Background: an optimization exercise with open tools, aiming at a short achievable clock period and few clock cycles. Do not read the settings as production practice.
The RTL was checked by simulation tests, not by an equivalence proof against the original design.
The clock port is modelled as an ideal driver; clocking choices that lean on that would not hold on a real chip.
Power figures rest on the tool's default switching activity, not on a simulated workload.

== v6 ==
## busCpu
module busCpu (
    input  logic                       Clock,
    input  logic                       rst,
    input  logic                       instrValid,
    input  logic [32-1:0]     instrWord,
    output logic                       instrReady,
    output logic                       retireValid,
    output logic [4-1:0] retireDest,
    output logic [32-1:0]     retireData
);
For scale: about 11000 cells after synthesis, roughly 73 I/O pins, roughly 98000 sq um of cells after synthesis.
==> flow/config.mk <==
export PLATFORM = sky130hd
export DESIGN_NAME = busCpu
export DESIGN_NICKNAME = busCpu
export VERILOG_FILES = /design/flow/design.v
export SDC_FILE = /design/flow/constraint.sdc
export NUM_CORES = 4
export LEC_CHECK = 0
export ABC_CLOCK_PERIOD_IN_PS = 1000
export CAP_MARGIN = 20
export CORE_MARGIN = 2
export CORE_UTILIZATION = 55
export CTS_BUF_LIST = sky130_fd_sc_hd__clkbuf_16
export CTS_CLUSTER_DIAMETER = 80
export CTS_CLUSTER_SIZE = 20
export SLEW_MARGIN = 20
export SYNTH_HIERARCHICAL = 1
export SYNTH_MINIMUM_KEEP_SIZE = 0
==> flow/constraint.sdc <==
create_clock -name core_clock -period 11.0 [get_ports {Clock}]
set_input_delay 2.2000 -clock core_clock [delete_from_list [all_inputs] [get_ports {Clock}]]
set_output_delay 2.2000 -clock core_clock [all_outputs]
set_load 0.01 [all_outputs]
standard.sh (not shown) runs the stock make flow with config.mk's settings and CLKGATE_MAP_FILE= SYNTH_SCRIPT=/design/flow/synth_recipe.tcl, a recipe that flattens the netlist after the stock synthesis.
==> flow/flow/run.sh <==
#!/bin/bash
# The standard layout (standard.sh, standard synthesis included), with two
# changes to how the layout is made:
set -euo pipefail
export SETUP_SLACK_MARGIN=${SETUP_SLACK_MARGIN:-7.5}
export PRE_CTS_TCL=$PWD/flow/move_out_ffs.tcl
bash standard.sh > standard_flow.log 2>&1
==> flow/flow/move_out_ffs.tcl <==
# Move each flip-flop that drives an output port's buffer next to that
# buffer, then legalize. Run after placement, before clock tree synthesis.
set block [ord::get_db_block]
set moved 0
foreach bterm [$block getBTerms] {
  if { [$bterm getIoType] != "OUTPUT" } { continue }
  set net [$bterm getNet]
  if { $net == "NULL" } { continue }
  set buf ""
  foreach it [$net getITerms] {
    if { [$it isOutputSignal] } { set buf [$it getInst] }
  }
  if { $buf == "" } { continue }
  set in_net ""
  foreach it [$buf getITerms] {
    if { [$it isInputSignal] && [$it getNet] != "NULL" } { set in_net [$it getNet] }
  }
  if { $in_net == "" } { continue }
  set drv ""
  foreach it [$in_net getITerms] {
    if { [$it isOutputSignal] } { set drv [$it getInst] }
  }
  if { $drv == "" } { continue }
  if { ![[$drv getMaster] isSequential] } { continue }
  lassign [$buf getLocation] bx by
  $drv setLocation $bx $by
  incr moved
}
puts "move_out_ffs: moved $moved flip-flops next to their output buffers"
detailed_placement
check_placement -verbose
Testbench counts of v6, summed over its fixed seeds: cycles 16,283.
### v6 -> v7
-- flow/config.mk --
<<< v6, line 10
export CORE_MARGIN = 2
export CORE_UTILIZATION = 55
export CTS_BUF_LIST = sky130_fd_sc_hd__clkbuf_16
>>> v7, line 10
export CORE_MARGIN = 2
export CORE_UTILIZATION = 60
export CTS_BUF_LIST = sky130_fd_sc_hd__clkbuf_16
==> summary.txt <==
Comparing v6 and v7, the higher die outline area is on v6.
A critical setup path kind of flop to output pin is what v7 shows, while flop to flop belongs to v6.
Clock-buffer cell count ended up 2.6% lower on v7 than on v6.
In v7, the fraction of final layout cells sized beyond drive strength 1 came out 0.47 points below the value in v6.
Minimum clock period after layout was lower in v7 than in v6.


busCpu, a different RTL version from the one above (not shown whole).
Size: ~11000 cells after synthesis, roughly 73 I/O pins, about 0.097 mm^2 of cells after synthesis.
Settings: LEC_CHECK=0, ABC_CLOCK_PERIOD_IN_PS=1000, CAP_MARGIN=20, CORE_MARGIN=2, CORE_UTILIZATION=55, CTS_BUF_LIST=sky130_fd_sc_hd__clkbuf_16, CTS_CLUSTER_DIAMETER=80, CTS_CLUSTER_SIZE=20, SLEW_MARGIN=20, SYNTH_HIERARCHICAL=1, SYNTH_MINIMUM_KEEP_SIZE=0; clock period 11.0 ns.
Scripts as last shown in full above: flow/flow/run.sh, flow/flow/move_out_ffs.tcl
Testbench counts at the start, summed over its fixed seeds: cycles 16,168.
Edit:
- CORE_UTILIZATION: 55 -> 60
Maximum frequency barely changes.
Power drops by 3.0%.
Utilization climbs by 4.9 points.
Edit:
- CORE_UTILIZATION: 60 -> 55
- CTS_BUF_LIST: sky130_fd_sc_hd__clkbuf_16 -> unset
- CTS_CLUSTER_DIAMETER: 80 -> unset
- CTS_CLUSTER_SIZE: 20 -> unset
Result: Area after synthesis is unchanged; first-iteration DRC count is lower by roughly a tenth; fmax is lower slightly; total power is higher by about a fifth; final cell count is higher by a few percent; sequential power is about the same; die area is higher by a little under a tenth; global-route usage is lower by 3.0 points; sequential share of layout area is lower by 0.97 points; final area is higher by a few percent; wire length is higher slightly.

[separate check: timing with driven ports]
The results above use ideal ports. As a check the final layouts listed here were re-extracted and re-timed, cells and wires unchanged. Step 1: set_driving_cell puts a clkbuf_16 on Clock and a buf_2 on each other input, an assumption about the parent block. Step 2, shift: input delay + t, output delay - t, t = (earliest + latest rising clock arrival at the registers) / 2. This alone moves slack from input paths to output paths. Slacks: no drivers / after step 1 / after step 2; pairs: no drivers / after step 1.
run	shift t [ns]	setup slack, ns	worst setup path at the end	latest minus earliest clock arrival (ns)
v6	0.895	7.500 / 7.438 / 7.137	input to register	0.045 / 0.045
v7	0.866	7.523 / 7.439 / 6.881	input to register	0.073 / 0.072
the first run of note 2	0.895	7.532 / 7.441 / 7.119	input to register	0.027 / 0.027
the second run of note 2	0.873	7.522 / 7.441 / 7.032	input to register	0.043 / 0.043
the third run of note 2	0.940	7.487 / 7.396 / 7.118	input to register	0.035 / 0.034
After both steps setup and hold are still met in every run listed. The setup slack of v7, which loses most, moves by -0.084 ns with the drivers and by -0.642 ns with both steps.
